Context: an optimization exercise on an open-source flow, tuned for a short achievable clock period and few clock cycles. The choices shown serve that exercise and are no tape-out recipe. The RTL was checked by simulation tests, not by an equivalence proof against the original design. Power and IR drop assume default switching activity.

===== flow/design.v =====
package isa_pkg;
    typedef logic [15:0] word_t;
    typedef enum logic [3:0] {
        LDA    = 4'h0,
        STA    = 4'h1,
        ADD    = 4'h2,
        SUB    = 4'h3,
        AND_OP = 4'h4,
        LDI    = 4'h5,
        ADI    = 4'h6,
        JMP    = 4'h7,
        JZ     = 4'h8,
        HLT    = 4'h9
    } opcode_e;
    typedef struct packed {
        opcode_e     op;
        logic [11:0] addr;
    } mem_fmt_t;
    typedef struct packed {
        opcode_e            op;
        logic signed [11:0] imm;
    } imm_fmt_t;
    typedef union packed {
        mem_fmt_t mem;
        imm_fmt_t imm;
    } instr_u;
endpackage
package ctrl_pkg;
    typedef enum logic [2:0] {
        IDLE,
        FETCH,
        DECODE,
        EXEC,
        WRITEBACK,
        HALT
    } state_e;
    typedef enum logic [1:0] {
        PASS,
        ADD,
        SUB,
        AND
    } alu_op_e;
    typedef struct packed {
        logic    ld_ar_pc;
        logic    ld_ar_ir;
        logic    ld_ir;
        logic    inc_pc;
        logic    ld_pc_ir;
        logic    ld_dr;
        logic    ld_ac;
        logic    use_imm;
        logic    wr_mem;
        alu_op_e alu_op;
    } micro_ops_t;
    typedef struct packed {
        logic [15:0]    addr;
        logic [15:0]    wdata;
        logic           we;
        logic           re;
    } dmem_req_t;
    typedef struct packed {
        logic           imem_sel;
        logic           we;
        logic [15:0]    addr;
        logic [15:0]    data;
    } host_wr_t;
endpackage
`timescale 1ns/10ps
module alu (
    input  ctrl_pkg::alu_op_e op,
    input  isa_pkg::word_t    a,
    input  isa_pkg::word_t    b,
    output isa_pkg::word_t    y,
    output logic              zero
);
    always_comb begin
        case (op)
            ctrl_pkg::PASS: begin
                y = b;
            end
            ctrl_pkg::ADD: begin
                y = a + b;
            end
            ctrl_pkg::SUB: begin
                y = a - b;
            end
            ctrl_pkg::AND: begin
                y = a & b;
            end
            default: begin
                y = b;
            end
        endcase
    end
    assign zero = (y == '0);
endmodule
`timescale 1ns/10ps
module instruction_memory #(
    parameter int IMEM_AW = 8
) (
    input  logic               clk,
    input  logic               busy,
    input  ctrl_pkg::host_wr_t host_wr,
    input  isa_pkg::word_t     addr,
    output isa_pkg::word_t     rdata
);
    isa_pkg::word_t mem [2**IMEM_AW];
    logic load;
    assign load = host_wr.we && host_wr.imem_sel;
    always_ff @(posedge clk) begin
        if (load) begin
            mem[host_wr.addr[IMEM_AW-1:0]] <= host_wr.data;
        end
    end
    assign rdata = mem[addr[IMEM_AW-1:0]];
endmodule
`timescale 1ns/10ps
module data_memory #(
    parameter int DMEM_AW = 8
) (
    input  logic                clk,
    input  logic                busy,
    input  ctrl_pkg::dmem_req_t core_req,
    input  ctrl_pkg::host_wr_t  host_wr,
    input  isa_pkg::word_t      host_rd_addr,
    output isa_pkg::word_t      rdata
);
    isa_pkg::word_t mem [2**DMEM_AW];
    logic               wr_en;
    logic               rd_en;
    logic [DMEM_AW-1:0] wr_addr;
    logic [DMEM_AW-1:0] rd_addr;
    isa_pkg::word_t     wr_data;
    always_comb begin
        if (busy) begin
            wr_en   = core_req.we;
            rd_en   = core_req.re;
            wr_addr = core_req.addr[DMEM_AW-1:0];
            rd_addr = core_req.addr[DMEM_AW-1:0];
            wr_data = core_req.wdata;
        end else begin
            wr_en   = host_wr.we && !host_wr.imem_sel;
            rd_en   = 1'b1;
            wr_addr = host_wr.addr[DMEM_AW-1:0];
            rd_addr = host_rd_addr[DMEM_AW-1:0];
            wr_data = host_wr.data;
        end
    end
    always_ff @(posedge clk) begin
        if (wr_en) begin
            mem[wr_addr] <= wr_data;
        end
        if (rd_en) begin
            rdata <= mem[rd_addr];
        end
    end
endmodule
`timescale 1ns/10ps
module datapath (
    input  logic                 clk,
    input  logic                 rst_n,
    input  logic                 clear,
    input  ctrl_pkg::micro_ops_t uops,
    input  isa_pkg::word_t       imem_rdata,
    input  isa_pkg::word_t       dmem_rdata,
    output isa_pkg::word_t       imem_addr,
    output ctrl_pkg::dmem_req_t  dmem_req,
    output isa_pkg::instr_u      instr,
    output logic                 zero
);
    isa_pkg::word_t  pc;
    isa_pkg::word_t  ar;
    isa_pkg::word_t  ac;
    isa_pkg::instr_u ir;
    isa_pkg::instr_u fetched;
    isa_pkg::word_t  bus;
    isa_pkg::word_t  imm_ext;
    isa_pkg::word_t  b_op;
    isa_pkg::word_t  alu_y;
    logic            alu_zero;
    logic            z_flag;
    assign fetched = imem_rdata;
    always_comb begin
        if (uops.ld_ar_pc) begin
            bus = pc;
        end else if (uops.ld_ar_ir) begin
            bus = {4'h0, fetched.mem.addr};
        end else begin
            bus = {4'h0, ir.mem.addr};
        end
    end
    assign imm_ext = {{4{ir.imm.imm[11]}}, ir.imm.imm};
    assign b_op    = uops.use_imm ? imm_ext : dmem_rdata;
    alu i_alu (
        .op   (uops.alu_op),
        .a    (ac),
        .b    (b_op),
        .y    (alu_y),
        .zero (alu_zero)
    );
    always_ff @(posedge clk) begin
        if (!rst_n || clear) begin
            pc <= '0;
        end else if (uops.ld_pc_ir) begin
            pc <= bus;
        end else if (uops.inc_pc) begin
            pc <= pc + 16'd1;
        end
    end
    always_ff @(posedge clk) begin
        if (!rst_n || clear) begin
            ac     <= '0;
            z_flag <= 1'b1;
        end else if (uops.ld_ac) begin
            ac     <= alu_y;
            z_flag <= alu_zero;
        end
    end
    always_ff @(posedge clk) begin
        if (uops.ld_ar_pc || uops.ld_ar_ir) begin
            ar <= bus;
        end
        if (uops.ld_ir) begin
            ir <= fetched;
        end
    end
    assign imem_addr = ar;
    assign instr     = ir;
    assign zero      = z_flag;
    assign dmem_req.addr  = ar;
    assign dmem_req.wdata = ac;
    assign dmem_req.we    = uops.wr_mem;
    assign dmem_req.re    = uops.ld_dr;
endmodule
`timescale 1ns/10ps
module control_unit (
    input  logic                 clk,
    input  logic                 rst_n,
    input  logic                 start,
    input  isa_pkg::instr_u      instr,
    input  logic                 zero,
    output ctrl_pkg::micro_ops_t uops,
    output logic                 clear,
    output logic                 busy,
    output logic                 done
);
    ctrl_pkg::state_e  state;
    ctrl_pkg::state_e  state_nxt;
    isa_pkg::opcode_e  op;
    ctrl_pkg::alu_op_e alu_sel;
    assign op = instr.mem.op;
    assign busy  = (state != ctrl_pkg::IDLE) && (state != ctrl_pkg::HALT);
    assign done  = (state == ctrl_pkg::HALT);
    assign clear = start && !busy;
    always_comb begin
        case (op)
            isa_pkg::ADD, isa_pkg::ADI: alu_sel = ctrl_pkg::ADD;
            isa_pkg::SUB:               alu_sel = ctrl_pkg::SUB;
            isa_pkg::AND_OP:            alu_sel = ctrl_pkg::AND;
            default:                    alu_sel = ctrl_pkg::PASS;
        endcase
    end
    always_ff @(posedge clk) begin
        if (!rst_n) begin
            state <= ctrl_pkg::IDLE;
        end else begin
            state <= state_nxt;
        end
    end
    always_comb begin
        uops        = '0;
        uops.alu_op = alu_sel;
        state_nxt   = state;
        case (state)
            ctrl_pkg::IDLE, ctrl_pkg::HALT: begin
                if (start) begin
                    state_nxt = ctrl_pkg::FETCH;
                end
            end
            ctrl_pkg::FETCH: begin
                uops.ld_ar_pc = 1'b1;
                state_nxt     = ctrl_pkg::DECODE;
            end
            ctrl_pkg::DECODE: begin
                uops.ld_ir    = 1'b1;
                uops.inc_pc   = 1'b1;
                uops.ld_ar_ir = 1'b1;
                state_nxt     = ctrl_pkg::EXEC;
            end
            ctrl_pkg::EXEC: begin
                state_nxt = ctrl_pkg::FETCH;
                case (op)
                    isa_pkg::LDA, isa_pkg::ADD, isa_pkg::SUB, isa_pkg::AND_OP: begin
                        uops.ld_dr = 1'b1;
                        state_nxt  = ctrl_pkg::WRITEBACK;
                    end
                    isa_pkg::STA: begin
                        uops.wr_mem = 1'b1;
                    end
                    isa_pkg::LDI, isa_pkg::ADI: begin
                        uops.ld_ac   = 1'b1;
                        uops.use_imm = 1'b1;
                    end
                    isa_pkg::JMP: begin
                        uops.ld_pc_ir = 1'b1;
                    end
                    isa_pkg::JZ: begin
                        uops.ld_pc_ir = zero;
                    end
                    isa_pkg::HLT: begin
                        state_nxt = ctrl_pkg::HALT;
                    end
                    default: begin
                    end
                endcase
            end
            ctrl_pkg::WRITEBACK: begin
                uops.ld_ac = 1'b1;
                state_nxt  = ctrl_pkg::FETCH;
            end
            default: begin
                state_nxt = ctrl_pkg::IDLE;
            end
        endcase
    end
endmodule
`timescale 1ns/10ps
module core (
    input  logic                clk,
    input  logic                rst_n,
    input  logic                start,
    input  isa_pkg::word_t      imem_rdata,
    input  isa_pkg::word_t      dmem_rdata,
    output isa_pkg::word_t      imem_addr,
    output ctrl_pkg::dmem_req_t dmem_req,
    output logic                busy,
    output logic                done
);
    ctrl_pkg::micro_ops_t uops;
    isa_pkg::instr_u      instr;
    logic                 zero;
    logic                 clear;
    control_unit i_ctrl (
        .clk   (clk),
        .rst_n (rst_n),
        .start (start),
        .instr (instr),
        .zero  (zero),
        .uops  (uops),
        .clear (clear),
        .busy  (busy),
        .done  (done)
    );
    datapath i_dp (
        .clk        (clk),
        .rst_n      (rst_n),
        .clear      (clear),
        .uops       (uops),
        .imem_rdata (imem_rdata),
        .dmem_rdata (dmem_rdata),
        .imem_addr  (imem_addr),
        .dmem_req   (dmem_req),
        .instr      (instr),
        .zero       (zero)
    );
endmodule
`timescale 1ns/10ps
module top #(
    parameter int IMEM_AW = 6,
    parameter int DMEM_AW = 6
) (
    input  logic               clk,
    input  logic               rst_n,
    input  logic               start,
    input  logic               host_imem_sel,
    input  logic               host_we,
    input  logic [15:0]        host_addr,
    input  logic [15:0]        host_data,
    input  isa_pkg::word_t     host_rd_addr,
    output isa_pkg::word_t     host_rd_data,
    output logic               busy,
    output logic               done
);
    isa_pkg::word_t      imem_addr;
    isa_pkg::word_t      imem_rdata;
    isa_pkg::word_t      dmem_rdata;
    ctrl_pkg::dmem_req_t dmem_req;
    ctrl_pkg::host_wr_t  host_wr;
    assign host_wr.imem_sel = host_imem_sel;
    assign host_wr.we       = host_we;
    assign host_wr.addr     = host_addr;
    assign host_wr.data     = host_data;
    core i_core (
        .clk        (clk),
        .rst_n      (rst_n),
        .start      (start),
        .imem_rdata (imem_rdata),
        .dmem_rdata (dmem_rdata),
        .imem_addr  (imem_addr),
        .dmem_req   (dmem_req),
        .busy       (busy),
        .done       (done)
    );
    instruction_memory #(.IMEM_AW(IMEM_AW)) i_imem (
        .clk     (clk),
        .busy    (busy),
        .host_wr (host_wr),
        .addr    (imem_addr),
        .rdata   (imem_rdata)
    );
    data_memory #(.DMEM_AW(DMEM_AW)) i_dmem (
        .clk          (clk),
        .busy         (busy),
        .core_req     (dmem_req),
        .host_wr      (host_wr),
        .host_rd_addr (host_rd_addr),
        .rdata        (dmem_rdata)
    );
    assign host_rd_data = dmem_rdata;
endmodule

===== flow/run.sh =====
#!/bin/bash
# synth_recipe.tcl (not shown) runs the flow's synth.tcl, then flattens the netlist and writes it again
# the make line also repeats each setting of config.mk as NAME=value (left out here)
make -C /OpenROAD-flow-scripts/flow DESIGN_CONFIG=/design/flow/config.mk WORK_HOME=/design/flow/orfs CLKGATE_MAP_FILE= SYNTH_SCRIPT=/design/flow/synth_recipe.tcl finish

===== flow/config.mk =====
export PLATFORM = sky130hd
export DESIGN_NAME = top
export DESIGN_NICKNAME = top
export VERILOG_FILES = /design/flow/design.v
export SDC_FILE = /design/flow/constraint.sdc
export NUM_CORES = 4
export LEC_CHECK = 0
export CAP_MARGIN = 20
export CORE_MARGIN = 2
export CORE_UTILIZATION = 40
export SLEW_MARGIN = 20

===== flow/constraint.sdc =====
create_clock -name core_clock -period 10.0 [get_ports {clk}]
set_input_delay 2.0000 -clock core_clock [delete_from_list [all_inputs] [get_ports {clk}]]
set_output_delay 2.0000 -clock core_clock [all_outputs]
set_load 0.01 [all_outputs]

==> flow_metrics.tcl <==
set metrics [dict create \
    ys.flop_type "edfxtp_1" \
    synth_seq_cells 2118 \
    clk_latency_ps 820 \
    path_common_cell "buf_12" \
    grt_pass1_wl_mm 302 \
    dp_hpwl_mm 120 \
    cts_tree "built" \
    grt_overflow 0 \
    layout-drive-gt1-share 0.215 \
    grtUsageTotal 0.192 \
    rsz0062_at_grt "no" \
    fin_setup_tns_ps 0 \
    finalCritPeriodShare 0.624 \
    cts.htree.levels 4 \
    worst_path_max_delay_cell "nand2_4" \
    async_flop_share 0 \
    synth-edff-count 2086 \
    synth_most_common_cell "edfxtp_1" \
    holdBufCountCts 0 \
    p_leak_nw 29.8 \
    fin_util 0.453 \
    cts_sinks 2118 \
    initial_core_util 0.402 \
    cp.arrival_ps 6800 \
    synth_area_leaders "edfxtp_1 75%, mux4_2 12%, nand2_1 2.0%, mux2i_1 1.0%, a311oi_1 1.0%" \
    synth.top_cells.by_count "2086 x edfxtp_1, 464 x mux4_2, 452 x nand2_1, 181 x nor2_1, 169 x clkbuf_1" \
    rows 168 \
    syn_area_um2 84100 \
    die_x_um 462 \
    core_um2 209000 \
    via_per_inst 5.67 \
    antenna_found_initial 15 \
    clockBufferDepth 3 \
    hold_path_class "register to register" \
    drc 0 \
    tightest_slew_ps 1100 \
    dieArea_um2 214000 \
    maxCapViolations 0 \
    crit_required_ps 10550 \
    hold_viol 0 \
    p_per_area_nw_per_um2 247 \
    gp_congestion 0.847 \
    path_cells "clkdlybuf4s50_1, nand3_4, nand2_4, buf_12, buf_12, buf_4, mux2i_1, o22ai_1, or4_1" \
    cp_slowest_stage_delay_ps 750 \
    final_antenna_net_count 0 \
    ys_types 64 \
    fin_cells 7597 \
    fin_skew_ps 23.9 \
    drt-initial-drc-count 4495 \
    critical_path.max_fanout 94 \
    setup_viol_count_final 0 \
    syn-instance-count 4460 \
    drt-total-wl_mm 208 \
    synth_nets 4534 \
    die_h_um 462 \
    path_class "input port to register" \
    grt_pass1_vias 42400 \
    synth_top_area_cell "edfxtp_1" \
    syn2layout_area_growth_pct 12.6 \
    slew_violations 0 \
    synth.avg_cell_area_um2 18.8 \
    slew_headroom 0.262 \
    ys_seq_area_frac 0.753 \
    yosys_warnings 5 \
    placedCellCount 7221 \
    portBuffers 50 \
    cts.reportedPaths.clkPinSlew_ps 60 \
    run_status "complete, no violations" \
    numCtsBuffers 201 \
    io_pins 71 \
    nets 4695 \
    cts_setup_buffers 0 \
    grt_max_degree 132 \
    cts_resized 0 \
    max_freq_mhz 160 \
    end_kind "register" \
    synth_top_area_frac 0.745 \
    vias 43100 \
    critical_path.startpoint_type "input port" \
    cts_root_buf "clkbuf_16" \
    ir_drop_mv 0.222 \
    wl_per_cell_um 27.4 \
    drt_pass1_iterations 6 \
    finalCriticalPeriod_ps 6240 \
]
[placed cells by master (no fill, tap or decap), types with 9 or more instances in the layout]
cell / Yosys / layout
clkbuf_16: 0 / 205
xor2_1: 14 / 14
o21ai_1: 9 / 10
inv_1: 20 / 20
edfxtp_1: 2086 / 2086
nand2_1: 452 / 437
xnor2_1: 15 / 15
nand4_1: 9 / 9
nand2_2: 1 / 14
mux2i_1: 84 / 83
ha_1: 20 / 20
clkdlybuf4s50_1: 0 / 34
nor2_2: 1 / 51
dfxtp_1: 32 / 27
diode_2: 0 / 9
nand2b_1: 17 / 17
and3_1: 97 / 97
a31oi_1: 38 / 38
buf_2: 71 / 13
nor2_1: 181 / 124
nand3b_1: 14 / 14
o22ai_1: 37 / 37
or4_1: 19 / 19
or3_1: 12 / 12
clkinv_1: 0 / 42
o21ai_0: 98 / 95
nor3_1: 22 / 20
buf_4: 7 / 173
clkbuf_1: 169 / 59
mux4_2: 464 / 464
a21oi_1: 58 / 57
clkinv_2: 0 / 41
a22o_1: 10 / 10
a311oi_1: 96 / 96
nand3_1: 89 / 88
a211oi_1: 107 / 107
[path summary, 6_finish.rpt]
kind / startpoint / endpoint / slack (ps) / cells after the start
setup / recovery: host_rd_addr[1] / i_dmem.rdata[5] / 3760 / 9
hold / removal: i_core.i_dp.ac[4] / i_core.i_dp.ac[4] / 500 / 2
setup reg to reg: i_core.i_ctrl.state[0] / i_dmem.rdata[4] / 4500 / 10
hold reg to reg: i_core.i_dp.ac[4] / i_core.i_dp.ac[4] / 500 / 2
[layer usage]
metal / global-route usage / wire [um]
met2: 0.313 / 103000
met3: 0.0321 / 12700
met1: 0.265 / 87100
met4: 0.0587 / 5870
met5: 0 / 27
[area by class of cell]
type | instances | area [um^2]
Sequential cell | 2118 | 63300
Inverter | 22 | 82.6
Clock buffer | 264 | 5350
Tap cell | 2805 | 3510
Timing Repair Buffer | 231 | 1900
Fill cell | 17800 | 114000
Clock inverter | 101 | 649
Multi-Input combinational cell | 2047 | 19900
Antenna cell | 9 | 22.5
[metrics by stage]
| step | hold WS, ps | area [um^2] | total power, mW | setup WS [ps] |
|---|---|---|---|---|
| finish | 497 | 94700 | 23.4 | 3760 |
| global route | 533 | 94700 | 24.2 | 3680 |
| CTS | 506 | 94600 | 23.6 | 3780 |
| detailed placement | 497 | 88600 | 16.6 | 2930 |
| global placement | 483 | 88600 | 16.5 | 3000 |
| floorplan | 439 | 84100 | 14.4 | 5440 |
[flip-flops by register name (all words and copies together) (netlist names), named ones only]
| signal | cells |
|---|---|
| i_dmem.mem | 1024 |
| i_imem.mem | 1024 |
| i_core.i_dp.ac | 16 |
| i_core.i_dp.ir | 16 |
| i_dmem.rdata | 16 |
| i_core.i_dp.ar | 6 |
| i_core.i_dp.pc | 6 |
| i_core.i_ctrl.state | 3 |
| i_core.i_dp.z_flag | 1 |
[where the power goes]
part | switching [mW] | total, mW | leakage, nW | internal [mW]
Combinational | 3.41 | 5.83 | 7.73 | 2.42
Clock | 3.21 | 7.09 | 2.95 | 3.88
Sequential | 0.347 | 10.5 | 19.1 | 10.1
[worst max-delay path: cells and delay by family]
| family | cells | cell delay (ps) |
|---|---|---|
| buffers and inverters | 4 | 2110 |
| AND/OR/NAND/NOR | 3 | 1800 |
| multiplexers | 1 | 390 |
| AO/OA/AOI/OAI | 1 | 220 |
[cell families after synthesis]
group,synth area share
flops,0.753
compound gates,0.0407
mux,0.135
fa+ha+maj,0.00322
buf+inv,0.0147
xor+xnor,0.00302
simple gates,0.0508
Testbench counts, summed over its fixed seeds: cycles 135,829.

static timing again, ports no longer ideal:
The results above use ideal ports. As a check the final layout listed here was re-extracted and re-timed, cells and wires unchanged. Step 1: set_driving_cell puts a clkbuf_16 on clk and a buf_2 on each other input, an assumption about the parent block. Step 2 times the ports against the registers' clock, not the clock port: input delays grow and output delays shrink by t, the midpoint of the rising clock arrivals with the driver on. Slacks: no drivers / after step 1 / after step 2; pairs: no drivers / after step 1.
shift t [ns]: 0.900
setup slack, ns: 3.756 / 3.827 / 2.927
hold slack, ns: 0.497 / 0.497 / 0.497
worst setup path after step 2: input to register
clock arrival spread, ns: 0.025 / 0.026
After both steps setup and hold are still met in this run. The setup slack of this run moves by +0.071 ns with the drivers and by -0.829 ns with both steps.
